From an optimization exercise on the open Yosys and OpenROAD flow, aimed at a short achievable clock period and few clock cycles per item; shortcuts taken in it are not production practice.
The RTL was checked by simulation tests, not by an equivalence proof against the original design.
No activity file was given, so power comes from the tool's default toggle rates.

===== design/flow/run.sh =====
#!/bin/bash
# synth_recipe.tcl (not shown) runs the flow's synth.tcl, then flattens the netlist and writes it again
# the make line also repeats each setting of config.mk as NAME=value (left out here)
make -C /OpenROAD-flow-scripts/flow DESIGN_CONFIG=/design/flow/config.mk WORK_HOME=/design/flow/orfs CLKGATE_MAP_FILE= SYNTH_SCRIPT=/design/flow/synth_recipe.tcl finish

===== design/flow/config.mk =====
export PLATFORM = sky130hd
export DESIGN_NAME = pipe_core
export DESIGN_NICKNAME = pipe_core
export VERILOG_FILES = /design/flow/design.v
export SDC_FILE = /design/flow/constraint.sdc
export NUM_CORES = 4
export LEC_CHECK = 0
export CAP_MARGIN = 20
export CORE_MARGIN = 2
export CORE_UTILIZATION = 30
export PLACE_DENSITY = 0.45
export SLEW_MARGIN = 20

===== design/flow/constraint.sdc =====
create_clock -name core_clock -period 5.3 [get_ports {clk}]
set_input_delay 1.0600 -clock core_clock [delete_from_list [all_inputs] [get_ports {clk}]]
set_output_delay 1.0600 -clock core_clock [all_outputs]
set_load 0.01 [all_outputs]

===== design/flow/design.v =====
`timescale 1ns/1ps
package pipe_pkg;
	typedef logic [31:0] word_t;
	typedef logic [4:0]  reg_addr_t;
	typedef logic wbsel_t;
	typedef logic [2:0] fwd_sel_t;
	localparam fwd_sel_t fwd_rf      = 3'b000;
	localparam fwd_sel_t fwd_ex_alu  = 3'b010;
	localparam fwd_sel_t fwd_mem_alu = 3'b100;
	localparam fwd_sel_t fwd_wb_alu  = 3'b110;
	localparam fwd_sel_t fwd_wb_mem  = 3'b111;
	typedef enum logic [2:0] {
		op_add, op_sub, op_and, op_or, op_xor, op_addi, op_load, op_store
	} op_t;
	typedef struct packed {
		logic      valid;
		logic      regwr;
		wbsel_t    wbsel;
		reg_addr_t rd;
	} stage_ctl_t;
	typedef struct packed {
		op_t                op;
		reg_addr_t          rd;
		reg_addr_t          rs1;
		reg_addr_t          rs2;
		logic signed [15:0] imm;
	} issue_t;
endpackage
`timescale 1ns/1ps
module regfile (
	input  logic                clk,
	input  logic                rst,
	input  pipe_pkg::reg_addr_t rd_addr_a,
	input  pipe_pkg::reg_addr_t rd_addr_b,
	output pipe_pkg::word_t     rd_data_a,
	output pipe_pkg::word_t     rd_data_b,
	input  logic                wr_en,
	input  pipe_pkg::reg_addr_t wr_addr,
	input  pipe_pkg::word_t     wr_data
);
	pipe_pkg::word_t regs [0:31];
	assign rd_data_a = (rd_addr_a == 5'd0) ? 32'd0 : regs[rd_addr_a];
	assign rd_data_b = (rd_addr_b == 5'd0) ? 32'd0 : regs[rd_addr_b];
	always_ff @(posedge clk) begin
		if (rst) begin
			for (int i = 0; i < 32; i++) begin
				regs[i] <= 32'd0;
			end
		end else if (wr_en && (wr_addr != 5'd0)) begin
			regs[wr_addr] <= wr_data;
		end
	end
endmodule
`timescale 1ns/1ps
module hazard (
	input  pipe_pkg::reg_addr_t  id_rs1,
	input  pipe_pkg::reg_addr_t  id_rs2,
	input  pipe_pkg::stage_ctl_t ex_ctl,
	input  pipe_pkg::stage_ctl_t mem_ctl,
	input  pipe_pkg::stage_ctl_t wb_ctl,
	output pipe_pkg::fwd_sel_t   rs1val_cont,
	output pipe_pkg::fwd_sel_t   rs2val_cont,
	output logic                 stall
);
	logic ex_wr;
	logic mem_wr;
	logic wb_wr;
	logic rs1_wait;
	logic rs2_wait;
	assign ex_wr  = ex_ctl.valid && ex_ctl.regwr && (ex_ctl.rd != 5'd0);
	assign mem_wr = mem_ctl.valid && mem_ctl.regwr && (mem_ctl.rd != 5'd0);
	assign wb_wr  = wb_ctl.valid && wb_ctl.regwr && (wb_ctl.rd != 5'd0);
	always_comb begin
		rs1val_cont = pipe_pkg::fwd_rf;
		rs1_wait    = 1'b0;
		if (ex_wr && (ex_ctl.rd == id_rs1)) begin
			if (ex_ctl.wbsel)
				rs1_wait = 1'b1;
			else
				rs1val_cont = pipe_pkg::fwd_ex_alu;
		end else if (mem_wr && (mem_ctl.rd == id_rs1)) begin
			if (mem_ctl.wbsel)
				rs1_wait = 1'b1;
			else
				rs1val_cont = pipe_pkg::fwd_mem_alu;
		end else if (wb_wr && (wb_ctl.rd == id_rs1)) begin
			rs1val_cont = wb_ctl.wbsel ? pipe_pkg::fwd_wb_mem : pipe_pkg::fwd_wb_alu;
		end
	end
	always_comb begin
		rs2val_cont = pipe_pkg::fwd_rf;
		rs2_wait    = 1'b0;
		if (ex_wr && (ex_ctl.rd == id_rs2)) begin
			if (ex_ctl.wbsel)
				rs2_wait = 1'b1;
			else
				rs2val_cont = pipe_pkg::fwd_ex_alu;
		end else if (mem_wr && (mem_ctl.rd == id_rs2)) begin
			if (mem_ctl.wbsel)
				rs2_wait = 1'b1;
			else
				rs2val_cont = pipe_pkg::fwd_mem_alu;
		end else if (wb_wr && (wb_ctl.rd == id_rs2)) begin
			rs2val_cont = wb_ctl.wbsel ? pipe_pkg::fwd_wb_mem : pipe_pkg::fwd_wb_alu;
		end
	end
	assign stall = rs1_wait | rs2_wait;
endmodule
`timescale 1ns/1ps
module operand_mux (
	input  pipe_pkg::fwd_sel_t sel,
	input  pipe_pkg::word_t    rf_val,
	input  pipe_pkg::word_t    ex_alu,
	input  pipe_pkg::word_t    mem_alu,
	input  pipe_pkg::word_t    wb_alu,
	input  pipe_pkg::word_t    wb_mem,
	output pipe_pkg::word_t    operand
);
	always_comb begin
		case (sel)
			pipe_pkg::fwd_ex_alu:  operand = ex_alu;
			pipe_pkg::fwd_mem_alu: operand = mem_alu;
			pipe_pkg::fwd_wb_alu:  operand = wb_alu;
			pipe_pkg::fwd_wb_mem:  operand = wb_mem;
			default:               operand = rf_val;
		endcase
	end
endmodule
`timescale 1ns/1ps
module alu (
	input  pipe_pkg::op_t   op,
	input  pipe_pkg::word_t a,
	input  pipe_pkg::word_t b,
	input  pipe_pkg::word_t imm,
	output pipe_pkg::word_t result
);
	always_comb begin
		case (op)
			pipe_pkg::op_add: result = a + b;
			pipe_pkg::op_sub: result = a - b;
			pipe_pkg::op_and: result = a & b;
			pipe_pkg::op_or:  result = a | b;
			pipe_pkg::op_xor: result = a ^ b;
			pipe_pkg::op_addi,
			pipe_pkg::op_load,
			pipe_pkg::op_store: result = a + imm;
			default: result = 32'd0;
		endcase
	end
endmodule
`timescale 1ns/1ps
module data_mem #(
	parameter int MEM_DEPTH = 64
) (
	input  logic            clk,
	input  logic            rst,
	input  pipe_pkg::word_t addr,
	input  logic            wr_en,
	input  pipe_pkg::word_t wr_data,
	output pipe_pkg::word_t rd_data
);
	localparam int IDX_W = $clog2(MEM_DEPTH);
	pipe_pkg::word_t   mem [0:MEM_DEPTH-1];
	logic [IDX_W-1:0]  idx;
	assign idx = IDX_W'((addr >> 2) % MEM_DEPTH);
	always_ff @(posedge clk) begin
		if (rst) begin
			for (int i = 0; i < MEM_DEPTH; i++) begin
				mem[i] <= 32'd0;
			end
			rd_data <= 32'd0;
		end else begin
			rd_data <= mem[idx];
			if (wr_en)
				mem[idx] <= wr_data;
		end
	end
endmodule
`timescale 1ns/1ps
module pipe_core #(
	parameter int MEM_DEPTH = 64
) (
	input  logic                clk,
	input  logic                rst,
	input  logic                issue_valid,
	input  logic [2:0]          issue_op,
	input  logic [4:0]          issue_rd,
	input  logic [4:0]          issue_rs1,
	input  logic [4:0]          issue_rs2,
	input  logic [15:0]         issue_imm,
	output logic                stall,
	output logic                commit_valid,
	output pipe_pkg::reg_addr_t commit_rd,
	output pipe_pkg::word_t     commit_data
);
	pipe_pkg::issue_t     issue;
	logic       id_regwr;
	pipe_pkg::wbsel_t     id_wbsel;
	logic       id_uses_rs2;
	pipe_pkg::reg_addr_t  id_rs1;
	pipe_pkg::reg_addr_t  id_rs2;
	pipe_pkg::word_t      rf_a;
	pipe_pkg::word_t      rf_b;
	pipe_pkg::fwd_sel_t   rs1val_cont;
	pipe_pkg::fwd_sel_t   rs2val_cont;
	pipe_pkg::word_t      id_op_a;
	pipe_pkg::word_t      id_op_b;
	pipe_pkg::stage_ctl_t id_ctl;
	pipe_pkg::stage_ctl_t ex_ctl;
	pipe_pkg::op_t        ex_op;
	pipe_pkg::word_t      ex_a;
	pipe_pkg::word_t      ex_b;
	pipe_pkg::word_t      ex_imm;
	pipe_pkg::word_t      ex_alu_res;
	pipe_pkg::stage_ctl_t mem_ctl;
	logic       mem_store;
	pipe_pkg::word_t      mem_alu_res;
	pipe_pkg::word_t      mem_store_data;
	pipe_pkg::stage_ctl_t wb_ctl;
	pipe_pkg::word_t      wb_alu_res;
	pipe_pkg::word_t      wb_mem_data;
	pipe_pkg::word_t      wb_value;
	assign issue = {issue_op, issue_rd, issue_rs1, issue_rs2, issue_imm};
	always_comb begin
		id_regwr    = 1'b1;
		id_wbsel    = 1'b0;
		id_uses_rs2 = 1'b1;
		case (issue.op)
			pipe_pkg::op_addi: id_uses_rs2 = 1'b0;
			pipe_pkg::op_load: begin
				id_wbsel    = 1'b1;
				id_uses_rs2 = 1'b0;
			end
			pipe_pkg::op_store: id_regwr = 1'b0;
			default: id_regwr = 1'b1;
		endcase
	end
	assign id_rs1 = issue_valid ? issue.rs1 : '0;
	assign id_rs2 = (issue_valid && id_uses_rs2) ? issue.rs2 : '0;
	assign id_ctl = {issue_valid && !stall, id_regwr, id_wbsel, issue.rd};
	regfile regfile_i (
		.clk       (clk),
		.rst       (rst),
		.rd_addr_a (id_rs1),
		.rd_addr_b (id_rs2),
		.rd_data_a (rf_a),
		.rd_data_b (rf_b),
		.wr_en     (commit_valid),
		.wr_addr   (wb_ctl.rd),
		.wr_data   (wb_value)
	);
	hazard hazard_i (
		.id_rs1      (id_rs1),
		.id_rs2      (id_rs2),
		.ex_ctl      (ex_ctl),
		.mem_ctl     (mem_ctl),
		.wb_ctl      (wb_ctl),
		.rs1val_cont (rs1val_cont),
		.rs2val_cont (rs2val_cont),
		.stall       (stall)
	);
	operand_mux rs1_mux_i (
		.sel     (rs1val_cont),
		.rf_val  (rf_a),
		.ex_alu  (ex_alu_res),
		.mem_alu (mem_alu_res),
		.wb_alu  (wb_alu_res),
		.wb_mem  (wb_mem_data),
		.operand (id_op_a)
	);
	operand_mux rs2_mux_i (
		.sel     (rs2val_cont),
		.rf_val  (rf_b),
		.ex_alu  (ex_alu_res),
		.mem_alu (mem_alu_res),
		.wb_alu  (wb_alu_res),
		.wb_mem  (wb_mem_data),
		.operand (id_op_b)
	);
	alu alu_i (
		.op     (ex_op),
		.a      (ex_a),
		.b      (ex_b),
		.imm    (ex_imm),
		.result (ex_alu_res)
	);
	data_mem #(
		.MEM_DEPTH (MEM_DEPTH)
	) data_mem_i (
		.clk     (clk),
		.rst     (rst),
		.addr    (mem_alu_res),
		.wr_en   (mem_store),
		.wr_data (mem_store_data),
		.rd_data (wb_mem_data)
	);
	always_ff @(posedge clk) begin
		if (rst) begin
			ex_ctl    <= '0;
			mem_ctl   <= '0;
			wb_ctl    <= '0;
			mem_store <= 1'b0;
		end else begin
			ex_ctl    <= id_ctl;
			mem_ctl   <= ex_ctl;
			wb_ctl    <= mem_ctl;
			mem_store <= ex_ctl.valid && (ex_op == pipe_pkg::op_store);
		end
	end
	always_ff @(posedge clk) begin
		ex_op          <= issue.op;
		ex_a           <= id_op_a;
		ex_b           <= id_op_b;
		ex_imm         <= {{16{issue.imm[15]}}, issue.imm};
		mem_alu_res    <= ex_alu_res;
		mem_store_data <= ex_b;
		wb_alu_res     <= mem_alu_res;
	end
	assign wb_value     = wb_ctl.wbsel ? wb_mem_data : wb_alu_res;
	assign commit_valid = wb_ctl.valid && wb_ctl.regwr;
	assign commit_rd    = wb_ctl.rd;
	assign commit_data  = wb_value;
endmodule

==> impl_metrics.py <==
metrics = {
    "clocking": {
        "cts_hold_buf": 0,
        "cts_root_buf": "clkbuf_16",
        "cts_resized": 0,
        "clkTransAtPathRegs_ns": 0.06,
        "cts.sinks": 3308,
        "tritoncts": "done",
        "clk_path_buf_depth": 4,
        "cts_buffers": 383,
        "htreeDepth": 5,
        "cts_setup_buffers": 0,
        "clkLatencyLatePin_ns": 1.04,
    },
    "timing": {
        "rsz0062_at_grt": "no",
        "worst_pin_slew_ns": 1.306,
        "slew_headroom_pct": 11.81,
        "timing.final.crit_share_pct": 94.36,
        "timing.final.ws_setup_ns": 0.2989,
        "clock.fmax_mhz": 200.0,
        "skew_ns": 0.1121,
        "fin_setup_tns_ns": 0,
        "drv_slew": 0,
        "hold_viol": 0,
        "period_needed_ns": 5.001,
        "report.final.setup_viol": 0,
        "whs_ns": 0.3896,
    },
    "min_path": {
        "hold_path.class": "flop to flop",
        "holdCritStartpoint": "ex_b[1]",
        "min_to": "mem_store_data[1]",
        "hold_depth": 0,
    },
    "pwr": {
        "p_int_mw": 48.15,
        "peakVddDrop_mv": 0.3119,
        "sw_frac_of_total_pct": 31.98,
        "pwr-share-clk_pct": 37.4,
        "p_leak_nw": 65.10,
        "power_switching_mw": 22.64,
        "power_mw": 70.79,
        "power_density_nw_per_um2": 393.7,
        "seqPwrFrac_pct": 43.7,
        "combPwrFrac_pct": 18.9,
    },
    "global_route": {
        "antenna_found_initial": 58,
        "grt_max_degree": 104,
        "grt.overflow.total": 0,
        "first_global_vias": 110600,
        "grt_pass1_wl_um": 962000,
        "grt_use_total_pct": 26.46,
    },
    "detailed_routing": {
        "drt_wl_total_um": 709000,
        "drt_iter0_drc": 17570,
        "viasPerCell": 5.818,
        "via_count": 115400,
        "post_drt_wl_per_cell_um": 35.74,
        "ant_nets": 0,
        "firstDrtPassIters": 8,
        "drc": 0,
    },
    "setup_path": {
        "path_class": "primary input to output pin",
        "critPathLaunchType": "primary input",
        "r2r_slack_ns": 0.30,
        "rr_endpoint": "ex_a[30]",
        "arrival_ns": 3.94,
        "endpoint_kind": "output pin",
        "r2r_cells": 22,
        "reg2reg_from": "ex_b[1]",
        "worst-path-max-fanout": 4,
        "worstPathRequired_ns": 4.24,
    },
    "synthesis": {
        "syn_area_sq_um": 153100,
        "synth_common_cells": "3072 x edfxtp_1, 2055 x and2_1, 1410 x nor2_1",
        "synth_most_common_cell": "edfxtp_1",
        "synth_edf_count": 3072,
        "synth.largest_area_cell": "edfxtp_1",
        "ys_async_sr_fraction_pct": 0,
        "ys_seq_area_share_pct": 63.35,
        "synth_top_area_share_pct": 60.26,
        "synth_cell_types": 88,
        "ys.flop_type": "edfxtp_1",
        "syn_area_per_cell_sq_um": 12.21,
        "syn-instance-count": 12540,
        "synth_area_leaders": "edfxtp_1 60%, and2_1 8.4%, mux2i_1 3.7%, nor2_1 3.5%, dfxtp_1 3.1%",
        "ys.warnings.count": 6,
        "synth_seq_cells": 3308,
    },
    "floorplanning": {
        "dieWidth_um": 718.3,
        "die_y_um": 718.3,
        "core_area_sq_um": 508800,
        "start_util_pct": 30.09,
        "ios": 76,
        "rows": 262,
        "design.die.area_sq_um": 516000,
    },
    "final_layout": {
        "drive_above_1_share_pct": 14.64,
        "syn2layout_area_growth_pct": 17.48,
        "final_nets": 12890,
        "nFillCells": 49490,
        "final_cell_count_no_fill": 19840,
    },
    "placed_design": {
        "place.gp.congestion": 0.9428,
        "place.port_buffers": 75,
        "hpwlAfterDp_um": 444800,
        "place_ws_ns": 0.1393,
        "place_inst": 19100,
    },
    "flow_run": {
        "max_cap_viol_count": 0,
    },
    "run_status": {
        "outcome": "complete, no violations",
    },
}
-- metal layers --
layer	GRT usage, %	share of wire [%]	vias to the layer above
met2	38.43	42	6964
li1	-	-	47260
met3	6.021	10	1142
met1	37.94	43	60020
met4	10.73	4.7	14
met5	0	0.012	-
-- critical path, stage by stage --
cell and delay (ns):
clkdlybuf4s50_1 0.62, inv_2 0.07, a2111oi_0 0.47, o21ai_1 0.23, a2111oi_2 0.49, nand2_1 0.14
nand2_1 0.09, nand2_1 0.06, nand2_1 0.17, clkdlybuf4s50_1 0.56
-- cells by family (layout without fill, tap and decap cells) --
group / count (synthesis) / in the layout / synth area share (%)
AO/OA/AOI/OAI: 2709 / 2709 / 13.18
XOR/XNOR: 43 / 43 / 0.2558
adder cells (fa/ha/maj): 104 / 104 / 0.8550
buffers and inverters: 1423 / 1925 / 3.559
flip-flops: 3308 / 3308 / 63.35
multiplexers: 607 / 607 / 4.078
other: 1 / 66 / 0.002450
AND/OR/NAND/NOR: 4342 / 4342 / 14.72
-- worst max path at each step --
stage | startpoint | end | depth (start not counted)
2_1_floorplan | ex_b[1] | ex_a[23] | 19
3_3_place_gp | issue_op[0] | ex_b[5] | 15
3_5_place_dp | issue_op[1] | ex_b[14] | 17
4_1_cts | issue_op[1] | stall | 12
5_1_grt | ex_b[1] | ex_a[31] | 23
6_report | issue_rs2[4] | stall | 10
-- registers in the layout (all words and copies together), names as in the netlist, 8 cells and up --
| signal | count |
|---|---|
| data_mem_i.mem | 2048 |
| mem_store_data | 32 |
| ex_a | 32 |
| data_mem_i.rd_data | 32 |
| wb_alu_res | 32 |
| ex_ctl | 8 |
| regfile_i.regs | 1024 |
| ex_b | 32 |
| mem_alu_res | 32 |
| mem_ctl | 8 |
| wb_ctl | 8 |
| ex_imm | 16 |
-- power groups by stage --
stage | registers [mW] | logic [mW] | clock network (mW)
finish | 30.9 | 13.4 | 26.5
global route | 31.0 | 13.6 | 27.7
CTS | 30.9 | 13.1 | 26.7
detailed placement | 31.4 | 13.0 | 0
global placement | 31.4 | 13.0 | 0
floorplan | 30.5 | 5.69 | 0
-- metrics by stage --
step / util [%] / area, sq um
floorplan: - / 153200
global placement: 32.92 / 167500
detailed placement: 32.92 / 167500
CTS: 35.32 / 179700
global route: 35.33 / 179800
finish: 35.35 / 179800
-- placed cells by master (no fill, tap or decap), drive strengths merged, types with 105 or more instances in the layout --
cell,netlist,final
and2,2056,2056
inv,138,155
edfxtp,3072,3072
buf,223,1011
a22oi,554,554
dfxtp,236,236
nor2,1410,1410
nor3,105,105
a31oi,297,297
clkinv,1,136
o21ai,257,257
a21oi,213,213
o22ai,131,131
clkbuf,1061,519
a221oi,433,433
nand2,379,379
mux2i,564,564
a22o,268,268
-- area by class of cell --
type                            count  area [sq um]  share of cell area [%]
Sequential cell                  3308         97060                   53.97
Clock buffer                      517         10450                   5.812
Antenna cell                       34         85.08                 0.04731
Inverter                          139         523.0                  0.2908
Multi-Input combinational cell   7837         51850                   28.83
Clock inverter                    188          1745                  0.9706
Tap cell                         6732          8423                   4.684
Timing Repair Buffer             1081          9691                   5.389
Testbench counts, summed over its fixed seeds: cycles 4,611, items 4,000.

## static timing again, ports no longer ideal
The flow's constraints put no driver on any port. The routed layout listed below was extracted and timed again, unchanged, in two steps.
Step 1, drivers: a clkbuf_16 drives clk and a buf_2 each remaining input, both assumed.
Step 2 also shifts input and output timing later by t, the mid clock arrival at the registers, as if the neighbouring blocks saw the same clock.
Slacks: no drivers / after step 1 / after step 2; pairs: no drivers / after step 1.
t (ns): 1.091
setup slack, ns: 0.299 / 0.173 / -0.145
clock arrival spread, ns: 0.125 / 0.125
With both steps, setup timing fails in this run, where it was met with ideal ports. For this run, drivers alone change the setup slack by -0.126 ns; drivers and shift together by -0.444 ns.
